Source: an optimization exercise on an open RTL-to-GDS flow (aim: small area, a short achievable clock period and few clock cycles per item). Production flows keep margins and buffers that such runs may drop.
Only simulation tests tie the RTL to the original design; equivalence was not proved.
No activity file was given, so power comes from the tool's default toggle rates.

===== design.v =====
package muldiv_pkg;
    typedef logic [31:0] operand_t;   
    typedef logic [63:0] result_t;    
endpackage
`timescale 1ns/1ps
module shift_add_multiplier #(
    parameter int SLOT_W = 3
) (
    input  logic                 clk,
    input  logic                 rst,
    input  logic                 start,
    input  muldiv_pkg::operand_t a,
    input  muldiv_pkg::operand_t b,
    input  logic [SLOT_W-1:0]    tag,
    output logic                 busy,
    output logic                 wr_en,     
    output logic                 wr_next,   
    output logic [SLOT_W-1:0]    wr_slot,
    output muldiv_pkg::result_t  wr_data
);
    logic        run;         
    logic        fin;         
    logic [1:0]  left;        
    logic [1:0]  nbytes;      
    logic [31:0] mcand;
    logic [31:0] mplier;      
    logic [32:0] hs, hc;      
    logic [7:0]  ls, lc;      
    logic        lci;         
    logic [31:0] lo;          
    logic        take;
    assign take = start && !busy && !rst;
    function automatic logic [2:0] nbytes_of(input logic [31:0] v);
        if (v[31:24] != 8'd0)      nbytes_of = 3'd4;
        else if (v[23:16] != 8'd0) nbytes_of = 3'd3;
        else if (v[15:8]  != 8'd0) nbytes_of = 3'd2;
        else if (v[7:0]   != 8'd0) nbytes_of = 3'd1;
        else                       nbytes_of = 3'd0;
    endfunction
    logic [2:0] na, nb, nmin;
    logic       swap;
    assign na   = nbytes_of(a);
    assign nb   = nbytes_of(b);
    assign swap = na < nb;
    assign nmin = swap ? na : nb;
    logic [2:0] nm1w;
    logic [1:0] nm1;
    assign nm1w = nmin - 3'd1;
    assign nm1  = (nmin == 3'd0) ? 2'd0 : nm1w[1:0];
    localparam int W = 41;
    logic [W-1:0] r [10];
    always_comb begin
        r[0] = {{(W-33){1'b0}}, hs};
        r[1] = {{(W-33){1'b0}}, hc};
        for (int i = 0; i < 8; i++) r[2+i] = mplier[i] ? ({{(W-32){1'b0}}, mcand} << i) : '0;
    end
    function automatic logic [2*W-1:0] csa(input logic [W-1:0] x, input logic [W-1:0] y, input logic [W-1:0] z);
        logic [W-1:0] s, c;
        s = x ^ y ^ z;
        c = ((x & y) | (x & z) | (y & z)) << 1;
        csa = {s, c};
    endfunction
    logic [W-1:0] l1 [7];
    logic [W-1:0] l2 [5];
    logic [W-1:0] l3 [4];
    logic [W-1:0] l4 [3];
    logic [W-1:0] ts, tc;
    always_comb begin
        {l1[0], l1[1]} = csa(r[0], r[1], r[2]);
        {l1[2], l1[3]} = csa(r[3], r[4], r[5]);
        {l1[4], l1[5]} = csa(r[6], r[7], r[8]);
        l1[6] = r[9];
        {l2[0], l2[1]} = csa(l1[0], l1[1], l1[2]);
        {l2[2], l2[3]} = csa(l1[3], l1[4], l1[5]);
        l2[4] = l1[6];
        {l3[0], l3[1]} = csa(l2[0], l2[1], l2[2]);
        l3[2] = l2[3];
        l3[3] = l2[4];
        {l4[0], l4[1]} = csa(l3[0], l3[1], l3[2]);
        l4[2] = l3[3];
        {ts, tc} = csa(l4[0], l4[1], l4[2]);
    end
    logic [8:0]  lsum;
    logic [41:0] fsum;
    logic [71:0] full;
    assign lsum = {1'b0, ls} + {1'b0, lc} + {8'd0, lci};
    assign fsum = {1'b0, hs, ls} + {1'b0, hc, lc} + {41'd0, lci};
    assign full = {fsum[39:0], lo};
    always_ff @(posedge clk) begin
        if (rst) begin
            run <= 1'b0;
            fin <= 1'b0;
        end else if (take) begin
            run <= 1'b1;
        end else if (run) begin
            if (left == 2'd0) begin
                run <= 1'b0;
                fin <= 1'b1;
            end
        end else if (fin) begin
            fin <= 1'b0;
        end
    end
    always_ff @(posedge clk) begin
        if (take) begin
            mcand   <= swap ? b : a;
            mplier  <= swap ? a : b;
            nbytes  <= nm1;
            left    <= nm1;
            wr_slot <= tag;
            hs      <= '0;
            hc      <= '0;
            ls      <= '0;
            lc      <= '0;
            lci     <= 1'b0;
        end else begin
            mplier <= mplier >> 8;
            left   <= left - 2'd1;
            hs     <= ts[40:8];
            hc     <= tc[40:8];
            ls     <= ts[7:0];
            lc     <= tc[7:0];
            lci    <= lsum[8];
            lo     <= {lsum[7:0], lo[31:8]};
        end
    end
    assign busy    = run || fin;
    assign wr_en   = fin;
    assign wr_next = run && left == 2'd0;
    always_comb begin
        case (nbytes)
            2'd0:    wr_data = {24'd0, full[71:32]};
            2'd1:    wr_data = {16'd0, full[71:24]};
            2'd2:    wr_data = {8'd0, full[71:16]};
            default: wr_data = full[71:8];
        endcase
    end
endmodule
`timescale 1ns/1ps
module restoring_divider #(
    parameter int SLOT_W = 3
) (
    input  logic                 clk,
    input  logic                 rst,
    input  logic                 start,
    input  muldiv_pkg::operand_t dividend,
    input  muldiv_pkg::operand_t divisor,
    input  logic [SLOT_W-1:0]    tag,
    input  logic                 mul_wr_next,  
    output logic                 busy,
    output logic                 wr_en,     
    output logic [SLOT_W-1:0]    wr_slot,
    output muldiv_pkg::result_t  wr_data
);
    logic        twait;       
    logic        norm;        
    logic        run;         
    logic        pend;        
    logic        last;        
    logic [3:0]  left;        
    logic [5:0]  lxr, lyr;    
    logic [31:0] rem;
    logic [31:0] dvsr;        
    logic [33:0] dvsr3;       
    logic [31:0] quo;
    logic        take;
    assign take = start && !busy && !rst;
    function automatic logic [5:0] bitlen(input logic [31:0] v);
        logic [5:0] n;
        n = 6'd0;
        for (int i = 0; i < 32; i++) if (v[i]) n = i + 1;
        bitlen = n;
    endfunction
    logic [5:0] lx, ly;
    logic [5:0] k;          
    logic       in_yzero;
    logic       in_triv;
    assign lx       = bitlen(dividend);
    assign ly       = bitlen(divisor);
    assign k        = lxr - lyr;
    assign in_yzero = (divisor == 32'd0);
    assign in_triv  = in_yzero || (dividend < divisor);
    logic [33:0] in_y3;     
    assign in_y3 = {2'd0, divisor} + {1'd0, divisor, 1'b0};
    function automatic logic [34:0] ks_sub(input logic [34:0] a, input logic [34:0] b);
        logic [34:0] p, g, pp, gg, c;
        p = a ^ ~b;
        g = a & ~b;
        pp = p;
        gg = g | p & {34'd0, 1'b1};   
        for (int d = 1; d < 35; d = d * 2) begin
            for (int i = 34; i >= d; i--) begin
                gg[i] = gg[i] | (pp[i] & gg[i-d]);
                pp[i] = pp[i] & pp[i-d];
            end
        end
        c = {gg[33:0], 1'b1};
        ks_sub = p ^ c;
    endfunction
    logic [34:0] t1, t2, t3;
    assign t1 = ks_sub({3'd0, rem}, {3'd0, dvsr});
    assign t2 = ks_sub({3'd0, rem}, {2'd0, dvsr, 1'b0});
    assign t3 = ks_sub({3'd0, rem}, {1'd0, dvsr3});
    logic [1:0]  digit;
    logic [31:0] rem_next;
    always_comb begin
        if (!t3[34]) begin
            digit = 2'd3;
            rem_next = t3[31:0];
        end else if (!t2[34]) begin
            digit = 2'd2;
            rem_next = t2[31:0];
        end else if (!t1[34]) begin
            digit = 2'd1;
            rem_next = t1[31:0];
        end else begin
            digit = 2'd0;
            rem_next = rem;
        end
    end
    logic stall;
    assign stall = mul_wr_next;
    always_ff @(posedge clk) begin
        if (rst) begin
            twait <= 1'b0;
            norm  <= 1'b0;
            run   <= 1'b0;
        end else if (take) begin
            twait <= in_triv && mul_wr_next;
            norm  <= !in_triv;
        end else if (twait) begin
            twait <= 1'b0;
        end else if (norm) begin
            norm <= 1'b0;
            run  <= 1'b1;
        end else if (run && last && !stall) begin
            run <= 1'b0;
        end
    end
    always_ff @(posedge clk) begin
        pend <= (take && in_triv && !mul_wr_next) || (!rst && twait) || (!rst && run && last && !stall);
    end
    always_ff @(posedge clk) begin
        if (take) begin
            rem     <= dividend;
            dvsr    <= divisor;
            dvsr3   <= in_y3;
            lxr     <= lx;
            lyr     <= ly;
            quo     <= in_yzero ? 32'hFFFF_FFFF : 32'd0;
            wr_slot <= tag;
        end else if (norm) begin
            dvsr  <= dvsr << {k[4:1], 1'b0};
            dvsr3 <= dvsr3 << {k[4:1], 1'b0};
            left  <= k[4:1];
            last  <= (k[4:1] == 4'd0);
        end else if (run && !(last && stall)) begin
            rem   <= rem_next;
            quo   <= {quo[29:0], digit};
            dvsr  <= dvsr >> 2;
            dvsr3 <= dvsr3 >> 2;
            left  <= left - 4'd1;
            last  <= (left == 4'd1);
        end
    end
    assign busy    = twait || norm || run;
    assign wr_en   = pend;
    assign wr_data = {rem, quo};
endmodule
`timescale 1ns/1ps
module result_arbiter #(
    parameter int SLOT_W = 3
) (
    input  logic                mul_we,
    input  logic [SLOT_W-1:0]   mul_slot,
    input  muldiv_pkg::result_t mul_data,
    input  logic                div_we,
    input  logic [SLOT_W-1:0]   div_slot,
    input  muldiv_pkg::result_t div_data,
    output logic                bank_we,
    output logic [SLOT_W-1:0]   bank_slot,
    output muldiv_pkg::result_t bank_data
);
    assign bank_we   = mul_we || div_we;
    assign bank_slot = mul_we ? mul_slot : div_slot;
    assign bank_data = (mul_data & {64{mul_we}}) | (div_data & {64{!mul_we}});
endmodule
`timescale 1ns/1ps
module result_bank #(
    parameter int SLOT_W = 3
) (
    input  logic                clk,
    input  logic                we,
    input  logic [SLOT_W-1:0]   wr_slot,
    input  muldiv_pkg::result_t wr_data,
    input  logic                byp_en,     
    input  logic [SLOT_W-1:0]   byp_slot,
    input  muldiv_pkg::result_t byp_data,
    input  logic [SLOT_W-1:0]   rd_slot,
    output muldiv_pkg::result_t rd_data
);
    localparam int DEPTH = 2 ** SLOT_W;
    muldiv_pkg::result_t mem [DEPTH];
    always_ff @(posedge clk) begin
        if (we) begin
            mem[wr_slot] <= wr_data;
        end
    end
    logic [DEPTH-1:0] dec;
    logic             byp_hit;
    muldiv_pkg::result_t mem_data;
    always_comb begin
        for (int i = 0; i < DEPTH; i++) dec[i] = (rd_slot == SLOT_W'(i));
        mem_data = '0;
        for (int i = 0; i < DEPTH; i++) mem_data = mem_data | (mem[i] & {64{dec[i]}});
    end
    assign byp_hit = byp_en && (rd_slot == byp_slot);
    assign rd_data = byp_hit ? byp_data : mem_data;
endmodule
`timescale 1ns/1ps
module muldiv_unit #(
    parameter int SLOT_W = 3
) (
    input  logic                 clk,
    input  logic                 rst,
    input  logic                 mul_start,
    input  muldiv_pkg::operand_t mul_a,
    input  muldiv_pkg::operand_t mul_b,
    input  logic [SLOT_W-1:0]    mul_tag,
    output logic                 mul_busy,
    input  logic                 div_start,
    input  muldiv_pkg::operand_t div_dividend,
    input  muldiv_pkg::operand_t div_divisor,
    input  logic [SLOT_W-1:0]    div_tag,
    output logic                 div_busy,
    input  logic [SLOT_W-1:0]    rd_slot,
    output muldiv_pkg::result_t  rd_data
);
    logic                mul_we;
    logic                mul_wr_next;
    logic [SLOT_W-1:0]   mul_slot;
    muldiv_pkg::result_t mul_data;
    logic                div_we;
    logic [SLOT_W-1:0]   div_slot;
    muldiv_pkg::result_t div_data;
    logic                bank_we;
    logic [SLOT_W-1:0]   bank_slot;
    muldiv_pkg::result_t bank_data;
    shift_add_multiplier #(.SLOT_W(SLOT_W)) i_mul (
        .clk(clk), .rst(rst), .start(mul_start), .a(mul_a), .b(mul_b), .tag(mul_tag),
        .busy(mul_busy), .wr_en(mul_we), .wr_next(mul_wr_next), .wr_slot(mul_slot), .wr_data(mul_data)
    );
    restoring_divider #(.SLOT_W(SLOT_W)) i_div (
        .clk(clk), .rst(rst), .start(div_start), .dividend(div_dividend),
        .divisor(div_divisor), .tag(div_tag), .mul_wr_next(mul_wr_next), .busy(div_busy),
        .wr_en(div_we), .wr_slot(div_slot), .wr_data(div_data)
    );
    result_arbiter #(.SLOT_W(SLOT_W)) i_arb (
        .mul_we(mul_we), .mul_slot(mul_slot), .mul_data(mul_data),
        .div_we(div_we), .div_slot(div_slot), .div_data(div_data),
        .bank_we(bank_we), .bank_slot(bank_slot), .bank_data(bank_data)
    );
    result_bank #(.SLOT_W(SLOT_W)) i_bank (
        .clk(clk), .we(bank_we), .wr_slot(bank_slot), .wr_data(bank_data),
        .byp_en(div_we), .byp_slot(div_slot), .byp_data(div_data),
        .rd_slot(rd_slot), .rd_data(rd_data)
    );
endmodule

===== run.sh =====
#!/bin/bash
# synth_recipe.tcl (not shown) runs the flow's synth.tcl, then flattens the netlist and writes it again
# the make line also repeats each setting of config.mk as NAME=value (left out here)
make -C /OpenROAD-flow-scripts/flow DESIGN_CONFIG=/design/flow/config.mk WORK_HOME=/design/flow/orfs CLKGATE_MAP_FILE= SYNTH_SCRIPT=/design/flow/synth_recipe.tcl finish

===== config.mk =====
export PLATFORM = sky130hd
export DESIGN_NAME = muldiv_unit
export DESIGN_NICKNAME = muldiv_unit
export VERILOG_FILES = /design/flow/design.v
export SDC_FILE = /design/flow/constraint.sdc
export NUM_CORES = 4
export LEC_CHECK = 0
export CAP_MARGIN = 20
export CORE_MARGIN = 2
export CORE_UTILIZATION = 40
export CTS_BUF_LIST = sky130_fd_sc_hd__clkbuf_4 sky130_fd_sc_hd__clkbuf_8
export PLACE_DENSITY = 0.6
export SETUP_SLACK_MARGIN = 1.05
export SLEW_MARGIN = 20

===== constraint.sdc =====
create_clock -name core_clock -period 5.0 [get_ports {clk}]
set_input_delay 1.0000 -clock core_clock [delete_from_list [all_inputs] [get_ports {clk}]]
set_output_delay 1.0000 -clock core_clock [all_outputs]
set_load 0.01 [all_outputs]

==> run notes <==
-- cell families (layout without fill, tap and decap cells) --
group | after synthesis | count (layout) | share of synthesized area
AOI/OAI and AO/OA | 1392 | 1392 | 0.181
and+or+nand+nor | 1179 | 1179 | 0.106
DFF | 836 | 836 | 0.452
buffers and inverters | 622 | 1011 | 0.0449
adders and majority gates | 496 | 496 | 0.153
muxes | 195 | 195 | 0.0397
xor gates and xnor gates | 140 | 140 | 0.0233
other | 0 | 1 | 0
-- final timing paths --
kind                              start                          end  slack, ps
max          i_div.wr_slot[2]$_DFFE_PP_                   rd_data[5]       1000
min             i_mul.mplier[9]$_DFF_P_      i_mul.mplier[1]$_DFF_P_        430
max reg2reg      i_mul.hc[4]$_SDFF_PP0_  i_bank.mem[7][55]$_DFFE_PP_       1100
min reg2reg     i_mul.mplier[9]$_DFF_P_      i_mul.mplier[1]$_DFF_P_        430
-- routing by layer --
layer,vias to the layer above,share of wire,global-route usage
li1,18498,-,-
met1,20338,0.44,0.369
met2,2090,0.42,0.367
met3,324,0.10,0.0573
met4,24,0.037,0.0935
met5,-,0.00082,0
-- power breakdown --
| part | internal [mW] | total, mW | leakage [nW] | switching (mW) |
|---|---|---|---|---|
| Sequential | 8.90 | 9.72 | 7.58 | 0.821 |
| Clock | 3.59 | 6.76 | 1.63 | 3.17 |
| Combinational | 5.79 | 14.2 | 14.9 | 8.38 |
-- layout make-up --
cell class	count	area, um^2
Fill cell	12084	69600
Tap cell	1755	2200
Antenna cell	1	2.50
Sequential cell	836	24000
Multi-Input combinational cell	3402	27300
Clock buffer	205	2500
Clock inverter	53	591
Inverter	370	1390
Timing Repair Buffer	383	3880
-- registers in the layout, indices dropped and copies added (netlist names), 4 cells and up --
register,count
i_div.left,4
i_div.lyr,5
i_div.rem,32
i_mul.mcand,32
i_div.quo,32
i_div.dvsr,32
i_mul.hs,31
i_div.lxr,5
i_mul.lo,24
i_mul.mplier,32
i_div.dvsr3,34
i_mul.ls,8
i_mul.hc,32
i_bank.mem,512
-- metrics by stage --
step | hold slack [ps] | cell area [um^2] | power [mW] | utilization
after CTS | 432 | 61300 | 30.4 | 0.466
final | 426 | 61900 | 30.7 | 0.471
after detailed placement | 416 | 57700 | 23.6 | 0.439
after floorplan | 407 | 53000 | 19.0 | -
after global placement | 420 | 57700 | 23.4 | 0.439
after global routing | 443 | 61900 | 32.7 | 0.471
-- timing repair --
action                                  4_1_cts  5_1_grt
pin swaps                                     7        4
endpoints found under the setup margin      212      209
buffers inserted                             16       20
gates resized for setup                     116       50
cloned                                        4        6
-- synthesized netlist by cell type, types with 40 or more instances --
cell type and count:
a22oi_1 75, o22ai_1 46, nor3_1 40, o211ai_1 43, a22o_1 99, a21oi_1 306, nand3_1 42, edfxtp_1 721
nor2_1 318, a21o_1 114, clkbuf_1 199, inv_1 367, a31oi_1 69, a221oi_1 122, fa_1 250, nand2_1 370
and2_1 217, o21ai_1 68, xor2_1 56, dfxtp_1 115, xnor2_1 83, o21ai_0 155, ha_1 246, a211oi_1 40
mux2i_1 128
-- critical path, cell delays in order, from the launching register on --
cell	delay (ps)
edfxtp_1	530
xnor2_1	180
nand4_1	110
buf_6	200
buf_16	190
nor2_1	50
a41oi_1	170
buf_4	160
clkdlybuf4s50_1	530
==> results.toml <==
[status]
run_status = "finished clean"

[global_route]
grt_first_pass_wirelength_um = 258000
grt_antenna_before_repair = 17
grt_pass1_vias = 40092
grt_max_degree = 100
gr-total-overflow = 0
grtUsageTotal = 0.253

[setup_path]
critical_path_peak_fanout = 11
crit_path_start_kind = "flip-flop"
kind_of_end_point_of_the_critical_path = "primary output"
arrival_ps = 3000
worstSetupPathType = "reg -> out"
cp.required_ps = 4000
worst-r2r-cell-count = 12

[floorplan]
placementRows = 133
chipHeight_um = 368
die_width_um = 368
pin_count = 207
core_area_um2 = 131000
floorplan.initialDensity = 0.403
die_outline_area_um2 = 135000

[timing]
final.period_utilization = 0.799
setup_slack_ps = 1000
timing.final.hold_violations = 0
setup_viol_count_final = 0
timing.max_slew.rel_slack = 0.266
worst_clock_skew_ps = 72.1
period_needed_ps = 4000
fmax_mhz = 250
maxSlewViolCount = 0
grt_setup_unrepaired = "true"
timing_worst_slew_pin_value_ps = 1100
timing.setup.tns_ps = 0

[synth]
ys_warn_count = 8
synth_largest_type_area_fraction = 0.409
synth-edff-count = 721
synth_area_leader_cell = "edfxtp_1"
syn-instance-count = 4860
synth_seq_cells = 836
synth-async-reset-ratio = 0
dominantRegCellSynth = "edfxtp_1"
syn-cell-area_um2 = 53000
synth_top_cells_by_area = "edfxtp_1 41%, fa_1 9.4%, ha_1 5.8%, dfxtp_1 4.3%, a21oi_1 2.9%"
mappedNetlistNets = 5497
yosysUniqueCellTypes = 98
postSynthAreaPerCell_um2 = 10.9
synth-seq-area-share = 0.452

[place]
dp_worst_setup_slack_ps = 219
post-place-cells = 6700
gp_congestion = 0.932
dpl.hpwl_um = 123000
place.port_buffers = 206

[detailed_routing]
drt_pass1_iterations = 6
antenna_violating_nets_post_route = 0
drt-wirelength-per-cell_um = 25.1
detail_route.drc_violations = 0
wl_um = 176000
dr_total_vias = 41274
vias_per_cell = 5.89
detailedRoute.firstIterationViolations = 4890

[layout]
nets = 5775
layout-drive-gt1-share = 0.113
area.growth.synth_to_final_pct = 16.8
layout.cells.most_common_list = "721 x edfxtp_1, 369 x nand2_1, 366 x inv_1"
finalNonFillerCells = 7005
commonest_non_fill_non_tap_cell_in_the_layout = "edfxtp_1"

[clock_network]
clkSinkCount = 836
buffers_from_clock_root_to_sink_at_most = 3
cts_hold_buffers = 0
cts.clk_slew.worst_paths_ps = 70
clk_root_buffer_cell = "clkbuf_8"
cts-buffers-inserted = 145
worst_skew_pair.late_latency_ps = 910
tritoncts = "done"
ctsHtreeMaxLevel = 4

[run]
maxCapViolations = 0

[power_and_ir_drop]
power.density_nw_per_um2 = 495
vdd.ir_drop.worst_uv = 275
leak_pwr_nw = 24.2

[hold_path]
holdCritPathClass = "reg -> reg"
worst_hold_path.num_cells = 2
Testbench counts, summed over its fixed seeds: cycles 11,126, ops 3,200.

what the ideal ports hide:
In the flow no input, the clock included, has a driving cell. The finished layout below was timed again as built, in two steps.
Step 1 (the two cells are an assumption about what drives the block):
set clk [get_ports {clk}]
set_driving_cell -lib_cell sky130_fd_sc_hd__clkbuf_16 $clk
set_driving_cell -lib_cell sky130_fd_sc_hd__buf_2 [delete_from_list [all_inputs] $clk]
Step 2 adds t to the input delays and takes it off the output delays; t is the mean of the earliest and latest rising clock arrival at the registers after step 1. Input paths then give back, and output paths get back, about the clock's delay inside the block.
Three values: ideal, step 1, step 2; two values: the first two.
t, ns: 0.946
slack for setup (ns): 1.004 / 0.930 / 0.409
clock arrival spread, ns: 0.076 / 0.076
worst register clock-pin slew, ns: 0.07 / 0.07
cell pins on the clock port's net: 1
After both steps setup and hold are still met in this run. The setup slack of this run moves by -0.074 ns with the drivers and by -0.595 ns with both steps.
